Context: an optimization exercise on an open-source flow, tuned for small area, a short achievable clock period and few clock cycles per item. The choices shown serve that exercise and are no tape-out recipe. RTL that was checked went through simulation tests only; none was proved equivalent to the original.

Setup of run a:
// aes_sbox_lanes
module aes_sbox_lanes (
    input  logic        clock,
    input  logic        reset,
    input  logic        in_valid,
    output logic        in_ready,
    input  logic [31:0] in_share0,
    input  logic [31:0] in_share1,
    input  logic        rnd_valid,
    output logic        rnd_ready,
    input  logic [63:0] rnd_data,
    input  logic [63:0] prng_seed,
    output logic        out_valid,
    input  logic        out_ready,
    output logic [31:0] out_share0,
    output logic [31:0] out_share1,
    output logic [3:0]  credits_used
);
==> module aes_sbox_lanes, before the edit <==
module aes_sbox_lanes (
    input  logic        clock,
    input  logic        reset,
    input  logic        in_valid,
    output logic        in_ready,
    input  logic [31:0] in_share0,
    input  logic [31:0] in_share1,
    input  logic        rnd_valid,
    output logic        rnd_ready,
    input  logic [63:0] rnd_data,
    input  logic [63:0] prng_seed,
    output logic        out_valid,
    input  logic        out_ready,
    output logic [31:0] out_share0,
    output logic [31:0] out_share1,
    output logic [3:0]  credits_used
);
    localparam int RING = 4;
    logic              rst_q, acc_q;
    logic              accept, pop, push, full, adv1, adv2, adv3;
    logic [31:0]       core_o0, core_o1;
    logic [2:0]        v_q;
    logic [2:0]        v;                 
    logic [3:0]        cr_q, cr, cred;
    logic              head_v_q, head_v;
    logic [63:0]       head_q;
    logic [2:0]        cnt_q, cnt;        
    logic [2:0]        rd_q, rd, wr;      
    logic [RING-1:0][63:0] ring_q;
    logic              ring_rd, ring_wr, head_ld;
    logic              unused_seed;
    always_comb begin
        v      = rst_q ? '0 : v_q;
        cr     = rst_q ? '0 : cr_q;
        cred   = cr + 4'(~rst_q & acc_q);
        head_v = ~rst_q & head_v_q;
        cnt    = rst_q ? '0 : cnt_q;
        rd     = rst_q ? '0 : rd_q;
        wr     = (4'(rd) + 4'(cnt) >= 4'(RING)) ? rd + cnt - 3'(RING) : rd + cnt;
    end
    assign unused_seed  = ^prng_seed;
    assign in_ready     = ~reset & ~cred[3];
    assign accept       = in_valid & rnd_valid & in_ready;
    assign rnd_ready    = accept;
    assign credits_used = cred;
    for (genvar l = 0; l < 4; l++) begin : g_lane
        aes_sbox_lane u_lane (
            .clk_i (clock),
            .en_i  ({adv3, adv2, adv1}),
            .s0_i  (in_share0[8*l +: 8]),
            .s1_i  (in_share1[8*l +: 8]),
            .rnd_i (rnd_data[16*l +: 16]),
            .s0_o  (core_o0[8*l +: 8]),
            .s1_o  (core_o1[8*l +: 8])
        );
    end
    assign out_valid  = ~reset & head_v;
    assign pop        = out_valid & out_ready;
    assign out_share0 = head_q[31:0];
    assign out_share1 = head_q[63:32];
    always_comb begin
        ring_rd = (pop | ~head_v) & (cnt != 3'd0);
        head_ld = ring_rd;
        full    = (cnt == 3'(RING)) & ~ring_rd;
        adv3    = ~v[2] | ~full;
        adv2    = ~v[1] | adv3;
        adv1    = ~v[0] | adv2;
        push    = v[2] & adv3;
        ring_wr = push;
    end
    always_ff @(posedge clock) begin
        rst_q    <= reset;
        acc_q    <= accept;
        v_q[0]   <= adv1 ? accept : v[0];
        v_q[1]   <= adv2 ? v[0] : v[1];
        v_q[2]   <= adv3 ? v[1] : v[2];
        cr_q     <= cred - 4'(pop);
        head_v_q <= head_ld | (head_v & ~pop);
        cnt_q    <= cnt + 3'(ring_wr) - 3'(ring_rd);
        rd_q     <= !ring_rd ? rd : (rd == 3'(RING - 1)) ? 3'd0 : rd + 3'd1;
    end
    always_ff @(posedge clock) begin
        if (head_ld) head_q <= ring_q[rd];
        for (int i = 0; i < RING; i++)
            if (ring_wr && wr == 3'(i)) ring_q[i] <= {core_o1, core_o0};
    end
endmodule
Settings: LEC_CHECK=0, ABC_CLOCK_PERIOD_IN_PS=4000, CAP_MARGIN=20, CORE_MARGIN=2, CORE_UTILIZATION=50, CTS_BUF_LIST=sky130_fd_sc_hd__clkbuf_8, CTS_CLUSTER_DIAMETER=70, CTS_CLUSTER_SIZE=16, SETUP_SLACK_MARGIN=4.9, SLEW_MARGIN=20, TNS_END_PERCENT=100; clock period 9.0 ns.
standard.sh (not shown) runs the stock make flow with config.mk's settings and CLKGATE_MAP_FILE= SYNTH_SCRIPT=/design/flow/synth_recipe.tcl, a recipe that flattens the netlist after the stock synthesis.
==> flow/flow/run.sh <==
#!/bin/bash
# Own layout flow: the standard flow with two changes.
# 1. Synthesis maps the logic with flow/abc.script (ABC's &dch/&nf mapping, which suits the
#    XOR-heavy GF(2^8) arithmetic far better than abc_speed.script). The standard synthesis is
#    also run, into orfs_ref/, and the registers of the two netlists are compared; if they differ
#    the standard synthesis is used.
# 2. Every port still gets a buffer, but a plain sky130_fd_sc_hd__buf_1 (BUFFER_PORTS_ARGS)
#    rather than the delay buffer buffer_ports picks by default; the resizer sizes them up as needed.
set -uo pipefail
W=$PWD
sed -e "s#SYNTH_SCRIPT=[^ ]*#SYNTH_SCRIPT=$W/flow/synth.tcl#" standard.sh > my_synth.sh
sed -e "s#WORK_HOME=[^ ]*#WORK_HOME=$W/orfs_ref#" -e '/^if /,$d' standard.sh > ref_synth.sh
MY_ABC_SCRIPT=$W/flow/abc.script bash my_synth.sh synth > synth.log 2>&1 &
bash ref_synth.sh synth > ref_synth.log 2>&1
wait
RES=orfs/results/$FLOW_PLATFORM/aes_sbox_lanes/base
REF=orfs_ref/results/$FLOW_PLATFORM/aes_sbox_lanes/base
if ! python3 flow/regs.py $RES/1_2_yosys.v $REF/1_2_yosys.v > regs.log 2>&1; then
  echo "own synthesis differs from the standard one; using the standard flow" >> regs.log
  rm -rf orfs
fi
BUFFER_PORTS_ARGS="-buffer_cell sky130_fd_sc_hd__buf_1" bash standard.sh > layout.log 2>&1
Other scripts of this flow, unchanged in this note and not shown: flow/flow/abc.script, flow/flow/regs.py, flow/flow/synth.tcl
Testbench counts of run a, summed over its fixed seeds: cycles 16,040, items 16,000.
For run b, these inputs were changed with respect to run a:
--- a/flow/design.v
+++ b/flow/design.v
@@ -285,20 +285,20 @@
     end
     assign out_valid  = ~reset & head_v;
     assign pop        = out_valid & out_ready;
     assign out_share0 = head_q[31:0];
     assign out_share1 = head_q[63:32];
     always_comb begin
-        ring_rd = (pop | ~head_v) & (cnt != 3'd0);
-        head_ld = ring_rd;
-        full    = (cnt == 3'(RING)) & ~ring_rd;
-        adv3    = ~v[2] | ~full;
+        full    = head_v & (cnt == 3'(RING));
+        adv3    = ~v[2] | ~full | pop;
         adv2    = ~v[1] | adv3;
         adv1    = ~v[0] | adv2;
         push    = v[2] & adv3;
-        ring_wr = push;
+        ring_rd = pop & (cnt != 3'd0);
+        head_ld = ring_rd | (push & (pop | ~head_v));
+        ring_wr = push & ~(head_ld & ~ring_rd);
     end
     always_ff @(posedge clock) begin
         rst_q    <= reset;
         acc_q    <= accept;
         v_q[0]   <= adv1 ? accept : v[0];
         v_q[1]   <= adv2 ? v[0] : v[1];
@@ -306,11 +306,11 @@
         cr_q     <= cred - 4'(pop);
         head_v_q <= head_ld | (head_v & ~pop);
         cnt_q    <= cnt + 3'(ring_wr) - 3'(ring_rd);
         rd_q     <= !ring_rd ? rd : (rd == 3'(RING - 1)) ? 3'd0 : rd + 3'd1;
     end
     always_ff @(posedge clock) begin
-        if (head_ld) head_q <= ring_q[rd];
+        if (head_ld) head_q <= ring_rd ? ring_q[rd] : {core_o1, core_o0};
         for (int i = 0; i < RING; i++)
             if (ring_wr && wr == 3'(i)) ring_q[i] <= {core_o1, core_o0};
     end
 endmodule
Results
- Between run b and run a, worst-case headroom to the max-slew limit is higher for run b, run a comes in under that.
- Hold slack: run b and run a compared, higher one is run a
- In run b the count of vias placed by the detailed router turned out 417 higher than in run a.
- Any difference in global-route usage between run b and run a is small enough to ignore.
- Delta (run b minus run a): first-pass GRT wire length picked up an extra 0.93%, sequential cell area in the final layout neither gained nor lost much, first-pass iteration count of the detailed router neither gained nor lost much.
Testbench counts of run b, summed over its fixed seeds: cycles 16,032, items 16,000.

aes_sbox_lanes, a different RTL version from the one above (not shown whole).
Size: about 5600 cells after synthesis, about 850 flip-flops, about 270 I/O pins, ~56000 um2 of cells after synthesis.
==> module aes_sbox_lanes, before the edit <==
module aes_sbox_lanes (
    input  logic        clock,
    input  logic        reset,
    input  logic        in_valid,
    output logic        in_ready,
    input  logic [31:0] in_share0,
    input  logic [31:0] in_share1,
    input  logic        rnd_valid,
    output logic        rnd_ready,
    input  logic [63:0] rnd_data,
    input  logic [63:0] prng_seed,
    output logic        out_valid,
    input  logic        out_ready,
    output logic [31:0] out_share0,
    output logic [31:0] out_share1,
    output logic [3:0]  credits_used
);
    localparam int RING = 5;
    logic              rst_q;
    logic              accept, pop, push, full, adv2, adv3;
    logic [31:0]       core_o0, core_o1;
    logic [2:0]        v_q, v;            
    logic [3:0]        cred_q, cred;
    logic              head_v_q, head_v;
    logic [63:0]       head_q;
    logic [2:0]        cnt_q, cnt;        
    logic [2:0]        rd_q, rd, wr;      
    logic [RING-1:0][63:0] ring_q;
    logic              ring_rd, ring_wr, head_ld;
    logic              unused_seed;
    always_comb begin
        v      = rst_q ? '0 : v_q;
        cred   = rst_q ? '0 : cred_q;
        head_v = ~rst_q & head_v_q;
        cnt    = rst_q ? '0 : cnt_q;
        rd     = rst_q ? '0 : rd_q;
        wr     = (4'(rd) + 4'(cnt) >= 4'(RING)) ? rd + cnt - 3'(RING) : rd + cnt;
    end
    assign unused_seed  = ^prng_seed;
    assign in_ready     = ~reset & ~cred[3];
    assign accept       = in_valid & rnd_valid & in_ready;
    assign rnd_ready    = accept;
    assign credits_used = cred;
    for (genvar l = 0; l < 4; l++) begin : g_lane
        aes_sbox_lane u_lane (
            .clk_i (clock),
            .en_i  ({adv3, adv2}),
            .s0_i  (in_share0[8*l +: 8]),
            .s1_i  (in_share1[8*l +: 8]),
            .rnd_i (rnd_data[16*l +: 16]),
            .s0_o  (core_o0[8*l +: 8]),
            .s1_o  (core_o1[8*l +: 8])
        );
    end
    assign out_valid  = ~reset & head_v;
    assign pop        = out_valid & out_ready;
    assign out_share0 = head_q[31:0];
    assign out_share1 = head_q[63:32];
    always_comb begin
        full    = head_v & (cnt == 3'(RING));
        adv3    = ~v[2] | ~full | pop;
        adv2    = ~v[1] | adv3;
        push    = v[2] & adv3;
        ring_rd = pop & (cnt != 3'd0);
        head_ld = ring_rd | (push & (pop | ~head_v));
        ring_wr = push & ~(head_ld & ~ring_rd);
    end
    always_ff @(posedge clock) begin
        rst_q    <= reset;
        v_q[0]   <= accept;
        v_q[1]   <= adv2 ? v[0] : v[1];
        v_q[2]   <= adv3 ? v[1] : v[2];
        cred_q   <= cred + 4'(accept) - 4'(pop);
        head_v_q <= head_ld | (head_v & ~pop);
        cnt_q    <= cnt + 3'(ring_wr) - 3'(ring_rd);
        rd_q     <= !ring_rd ? rd : (rd == 3'(RING - 1)) ? 3'd0 : rd + 3'd1;
    end
    always_ff @(posedge clock) begin
        if (head_ld) head_q <= ring_rd ? ring_q[rd] : {core_o1, core_o0};
        for (int i = 0; i < RING; i++)
            if (ring_wr && wr == 3'(i)) ring_q[i] <= {core_o1, core_o0};
    end
endmodule
export LEC_CHECK = 0
export ABC_CLOCK_PERIOD_IN_PS = 4000
export CAP_MARGIN = 20
export CORE_MARGIN = 2
export CORE_UTILIZATION = 50
export SETUP_SLACK_MARGIN = 4.9
export SLEW_MARGIN = 20
export TNS_END_PERCENT = 100
create_clock -name core_clock -period 9.0 [get_ports {clock}]
==> flow/flow/abc.script <==
&get -n
&st
&dch
&nf
&put
buffer -c
topo
stime -c
upsize -c
dnsize -c
==> flow/flow/regs.py <==
# regs.py A.v B.v: compares the flip-flops (instance name and cell type) of two netlists.
import re, sys
def regs(path):
    out = {}
    for cell, name in re.findall(r'^\s*(sky130_fd_sc_hd__\w*df\w*)\s+(\S+)\s*\(', open(path).read(), re.M):
        out[name] = re.sub(r'_\d+$', '', cell)
    return out
a, b = regs(sys.argv[1]), regs(sys.argv[2])
print(f"{len(a)} and {len(b)} flip-flops")
if a != b:
    print("registers differ:", sorted(set(a.items()) ^ set(b.items()))[:20])
    sys.exit(1)
print("registers match")
==> flow/flow/synth.tcl <==
# synth_recipe.tcl (the standard synthesis) with one change: Yosys's abc pass runs the ABC script
# named by MY_ABC_SCRIPT instead of ORFS's abc_speed.script. Registers are mapped before abc
# runs, so their names and cells are those of the standard synthesis.
proc synth {args} { yosys synth -nofsm -noshare {*}$args }
proc abc {args} {
  set i [lsearch -exact $args -script]
  if {$i >= 0} { lset args [expr {$i + 1}] $::env(MY_ABC_SCRIPT) }
  yosys abc {*}$args
}
source $::env(SCRIPTS_DIR)/synth.tcl
# left out here: clear keep_hierarchy, flatten, clean up, hide names made inside functions, write 1_2_yosys.v
Scripts as last shown in full above: flow/flow/run.sh
Next try:
--- a/flow/design.v
+++ b/flow/design.v
@@ -240,27 +240,29 @@
     input  logic        out_ready,
     output logic [31:0] out_share0,
     output logic [31:0] out_share1,
     output logic [3:0]  credits_used
 );
     localparam int RING = 5;
-    logic              rst_q;
+    logic              rst_q, acc_q;
     logic              accept, pop, push, full, adv2, adv3;
     logic [31:0]       core_o0, core_o1;
-    logic [2:0]        v_q, v;            
-    logic [3:0]        cred_q, cred;
+    logic [2:1]        v_q;
+    logic [2:0]        v;                 
+    logic [3:0]        cr_q, cr, cred;
     logic              head_v_q, head_v;
     logic [63:0]       head_q;
     logic [2:0]        cnt_q, cnt;        
     logic [2:0]        rd_q, rd, wr;      
     logic [RING-1:0][63:0] ring_q;
     logic              ring_rd, ring_wr, head_ld;
     logic              unused_seed;
     always_comb begin
-        v      = rst_q ? '0 : v_q;
-        cred   = rst_q ? '0 : cred_q;
+        v      = rst_q ? '0 : {v_q, acc_q};
+        cr     = rst_q ? '0 : cr_q;
+        cred   = cr + 4'(v[0]);
         head_v = ~rst_q & head_v_q;
         cnt    = rst_q ? '0 : cnt_q;
         rd     = rst_q ? '0 : rd_q;
         wr     = (4'(rd) + 4'(cnt) >= 4'(RING)) ? rd + cnt - 3'(RING) : rd + cnt;
     end
     assign unused_seed  = ^prng_seed;
@@ -291,16 +293,16 @@
         ring_rd = pop & (cnt != 3'd0);
         head_ld = ring_rd | (push & (pop | ~head_v));
         ring_wr = push & ~(head_ld & ~ring_rd);
     end
     always_ff @(posedge clock) begin
         rst_q    <= reset;
-        v_q[0]   <= accept;
+        acc_q    <= accept;
         v_q[1]   <= adv2 ? v[0] : v[1];
         v_q[2]   <= adv3 ? v[1] : v[2];
-        cred_q   <= cred + 4'(accept) - 4'(pop);
+        cr_q     <= cred - 4'(pop);
         head_v_q <= head_ld | (head_v & ~pop);
         cnt_q    <= cnt + 3'(ring_wr) - 3'(ring_rd);
         rd_q     <= !ring_rd ? rd : (rd == 3'(RING - 1)) ? 3'd0 : rd + 3'd1;
     end
     always_ff @(posedge clock) begin
         if (head_ld) head_q <= ring_rd ? ring_q[rd] : {core_o1, core_o0};
Result: Via count stays flat; routed wire length came out lower by 0.96%; first-iteration DRC count came out higher by 9.3%; core utilization came out lower by 1.1 points; design area came out lower by 0.89%; hold slack loses 0.014 ns; setup slack gains 0.14 ns; critical path depth does not change.
Testbench counts after the change, summed over its fixed seeds: cycles 16,032, items 16,000.
No functional check of the RTL was part of the first run of this note.

## the baseline
aes_sbox_lanes, a different RTL version from the one above (not shown whole).
Size in the first run: ~270 I/O pins.
==> flow/config.mk <==
export PLATFORM = sky130hd
export DESIGN_NAME = aes_sbox_lanes
export DESIGN_NICKNAME = aes_sbox_lanes
export VERILOG_FILES = /design/flow/design.v
export SDC_FILE = /design/flow/constraint.sdc
export NUM_CORES = 4
export LEC_CHECK = 0
export ABC_CLOCK_PERIOD_IN_PS = 4000
export CAP_MARGIN = 20
export CORE_MARGIN = 2
export CORE_UTILIZATION = 50
export SETUP_SLACK_MARGIN = 4.9
export SLEW_MARGIN = 20
export TNS_END_PERCENT = 100
==> flow/constraint.sdc <==
create_clock -name core_clock -period 9.0 [get_ports {clock}]
set_input_delay 1.8000 -clock core_clock [delete_from_list [all_inputs] [get_ports {clock}]]
set_output_delay 1.8000 -clock core_clock [all_outputs]
set_load 0.01 [all_outputs]
Scripts as last shown in full above: flow/flow/run.sh, flow/flow/abc.script, flow/flow/regs.py, flow/flow/synth.tcl
The baseline ended with every stage complete and zero timing, DRC or antenna violations.
Testbench counts of the baseline, summed over its fixed seeds: cycles 16,032, items 16,000.
What the candidate does differently from the baseline at the input level:
--- a/flow/design.v
+++ b/flow/design.v
@@ -1,9 +1,8 @@
 module aes_sbox_lane (
     input  logic        clk_i,
-    input  logic [1:0]  en_i,      
     input  logic [7:0]  s0_i,
     input  logic [7:0]  s1_i,
     input  logic [15:0] rnd_i,
     output logic [7:0]  s0_o,
     output logic [7:0]  s1_o
 );
@@ -189,32 +188,28 @@
         h2  = gmul(x3_q1, g1p) ^ r1_q1;
         x12 = p4(x3_q1);
         zc  = r0_q1 ^ {r1_q1[3:0], r1_q1[7:4]};
         zd  = r1_q1 ^ {r0_q1[4:0], r0_q1[7:5]};
     end
     always_ff @(posedge clk_i) begin
-        if (en_i[0]) begin
-            tx_q2 <= tx_q1;
-            h2_q2 <= h2;
-            x12_q2 <= x12;
-            zc_q2 <= zc;
-            zd_q2 <= zd;
-        end
+        tx_q2 <= tx_q1;
+        h2_q2 <= h2;
+        x12_q2 <= x12;
+        zc_q2 <= zc;
+        zd_q2 <= zd;
     end
     always_comb begin
         h2p = p16(h2_q2);
         h3  = gmul(x12_q2, h2p) ^ zc_q2;
         d   = g16_lsq(tx_q2[7:4]) ^ g16_mul(tx_q2[7:4], tx_q2[3:0]) ^ g16_sq(tx_q2[3:0]);
     end
     always_ff @(posedge clk_i) begin
-        if (en_i[1]) begin
-            tx_q3 <= tx_q2;
-            zd_q3 <= zd_q2;
-            h3_q3 <= h3;
-            d_q3 <= d;
-        end
+        tx_q3 <= tx_q2;
+        zd_q3 <= zd_q2;
+        h3_q3 <= h3;
+        d_q3 <= d;
     end
     always_comb begin
         x2b = sq_from_t(tx_q3);
         h4  = gmul(h3_q3, x2b) ^ zd_q3;
         l4  = lin(h4);
         di  = g16_inv(d_q3);
@@ -239,72 +234,67 @@
     output logic        out_valid,
     input  logic        out_ready,
     output logic [31:0] out_share0,
     output logic [31:0] out_share1,
     output logic [3:0]  credits_used
 );
-    localparam int RING = 5;
-    logic              accept, pop, push, full, adv2, adv3;
+    localparam int LAT = 3;    
+    logic              accept, pop, push;
     logic [31:0]       core_o0, core_o1;
-    logic [2:0]        v_q;               
+    logic [LAT-1:0]    v_q;
     logic [3:0]        cred_q;
     logic              head_v_q;
     logic [63:0]       head_q;
     logic [2:0]        cnt_q;             
     logic [2:0]        wr_q, rd_q;        
-    logic [RING-1:0][63:0] ring_q;
-    logic              ring_rd, ring_wr, head_ld;
+    logic [6:0][63:0]  ring_q;
+    logic              ring_rd, ring_wr, head_ld, head_from_ring;
     logic              unused_seed;
     assign unused_seed  = ^prng_seed;
     assign accept       = in_valid & rnd_valid & in_ready;
     assign rnd_ready    = accept;
     assign in_ready     = ~cred_q[3] & ~reset;
     assign credits_used = cred_q;
     for (genvar l = 0; l < 4; l++) begin : g_lane
         aes_sbox_lane u_lane (
             .clk_i (clock),
-            .en_i  ({adv3, adv2}),
             .s0_i  (in_share0[8*l +: 8]),
             .s1_i  (in_share1[8*l +: 8]),
             .rnd_i (rnd_data[16*l +: 16]),
             .s0_o  (core_o0[8*l +: 8]),
             .s1_o  (core_o1[8*l +: 8])
         );
     end
+    assign push       = v_q[LAT-1];
     assign out_valid  = head_v_q & ~reset;
     assign pop        = out_valid & out_ready;
     assign out_share0 = head_q[31:0];
     assign out_share1 = head_q[63:32];
     always_comb begin
-        full    = head_v_q & (cnt_q == 3'(RING));
-        adv3    = ~v_q[2] | ~full | pop;
-        adv2    = ~v_q[1] | adv3;
-        push    = v_q[2] & adv3;
-        ring_rd = pop & (cnt_q != 3'd0);
-        head_ld = ring_rd | (push & (pop | ~head_v_q));
-        ring_wr = push & ~(head_ld & ~ring_rd);
+        ring_rd        = pop & (cnt_q != 3'd0);
+        head_from_ring = ring_rd;
+        head_ld        = ring_rd | (push & (pop | ~head_v_q));
+        ring_wr        = push & ~(head_ld & ~head_from_ring);
     end
     always_ff @(posedge clock) begin
         if (reset) begin
             v_q      <= '0;
             cred_q   <= '0;
             head_v_q <= 1'b0;
             cnt_q    <= '0;
             wr_q     <= '0;
             rd_q     <= '0;
         end else begin
-            v_q[0]   <= accept;
-            if (adv2) v_q[1] <= v_q[0];
-            if (adv3) v_q[2] <= v_q[1];
+            v_q      <= LAT'({v_q, accept});
             cred_q   <= cred_q + 4'(accept) - 4'(pop);
             head_v_q <= head_ld | (head_v_q & ~pop);
             cnt_q    <= cnt_q + 3'(ring_wr) - 3'(ring_rd);
-            wr_q     <= !ring_wr ? wr_q : (wr_q == 3'(RING - 1)) ? 3'd0 : wr_q + 3'd1;
-            rd_q     <= !ring_rd ? rd_q : (rd_q == 3'(RING - 1)) ? 3'd0 : rd_q + 3'd1;
+            wr_q     <= !ring_wr ? wr_q : (wr_q == 3'd6) ? 3'd0 : wr_q + 3'd1;
+            rd_q     <= !ring_rd ? rd_q : (rd_q == 3'd6) ? 3'd0 : rd_q + 3'd1;
         end
     end
     always_ff @(posedge clock) begin
-        if (head_ld) head_q <= ring_rd ? ring_q[rd_q] : {core_o1, core_o0};
-        for (int i = 0; i < RING; i++)
+        if (head_ld) head_q <= head_from_ring ? ring_q[rd_q] : {core_o1, core_o0};
+        for (int i = 0; i < 7; i++)
             if (ring_wr && wr_q == 3'(i)) ring_q[i] <= {core_o1, core_o0};
     end
 endmodule
[summary]
The non-clock buffer count in the candidate was lower than what the baseline gave. Clock latency on the worst-skew pair: the candidate > the baseline. Worst hold slack across all endpoints for the candidate: 0.088 ns down relative to the baseline. Diff the baseline -> the candidate | sequential standard cell area | up by a few percent. The baseline reports its highest signal layer in the routed design as met4 while the candidate reports met5. On register clock-pin slew on the reported worst setup and hold paths, the baseline and the candidate are basically level.
The RTL of the candidate was laid out without a check of its function.

==> afterwards: timing with drivers on the ports <==
The flow's constraints put no driver on any port. The routed layouts listed below were extracted and timed again, unchanged, in two steps. Step 1, drivers: a clkbuf_16 drives clock and a buf_2 each remaining input, both assumed. Step 2, shift: input delay + t, output delay - t, t = (earliest + latest rising clock arrival at the registers) / 2. This alone moves slack from input paths to output paths. a / b / c = no drivers / after step 1 / after step 2; a / b = the first two.
run	t, ns	slack for setup (ns)	hold slack, ns	cell pins on the clock port's net
run a	0.768	4.901 / 4.862 / 4.351	0.421 / 0.421 / 0.421	1
run b	0.797	4.910 / 4.870 / 4.304	0.408 / 0.408 / 0.408	1
the first run of note 2	0.738	4.771 / 4.716 / 4.296	0.395 / 0.395 / 0.395	1
the second run of note 2	0.718	4.910 / 4.868 / 4.380	0.381 / 0.381 / 0.381	1
the baseline	0.728	4.924 / 4.865 / 4.388	0.397 / 0.397 / 0.397	1
the candidate	0.746	4.812 / 4.787 / 4.330	0.309 / 0.309 / 0.309	1
After both steps every run listed still meets setup and hold. For run b, which loses most, drivers alone change the setup slack by -0.040 ns; drivers and shift together by -0.606 ns.
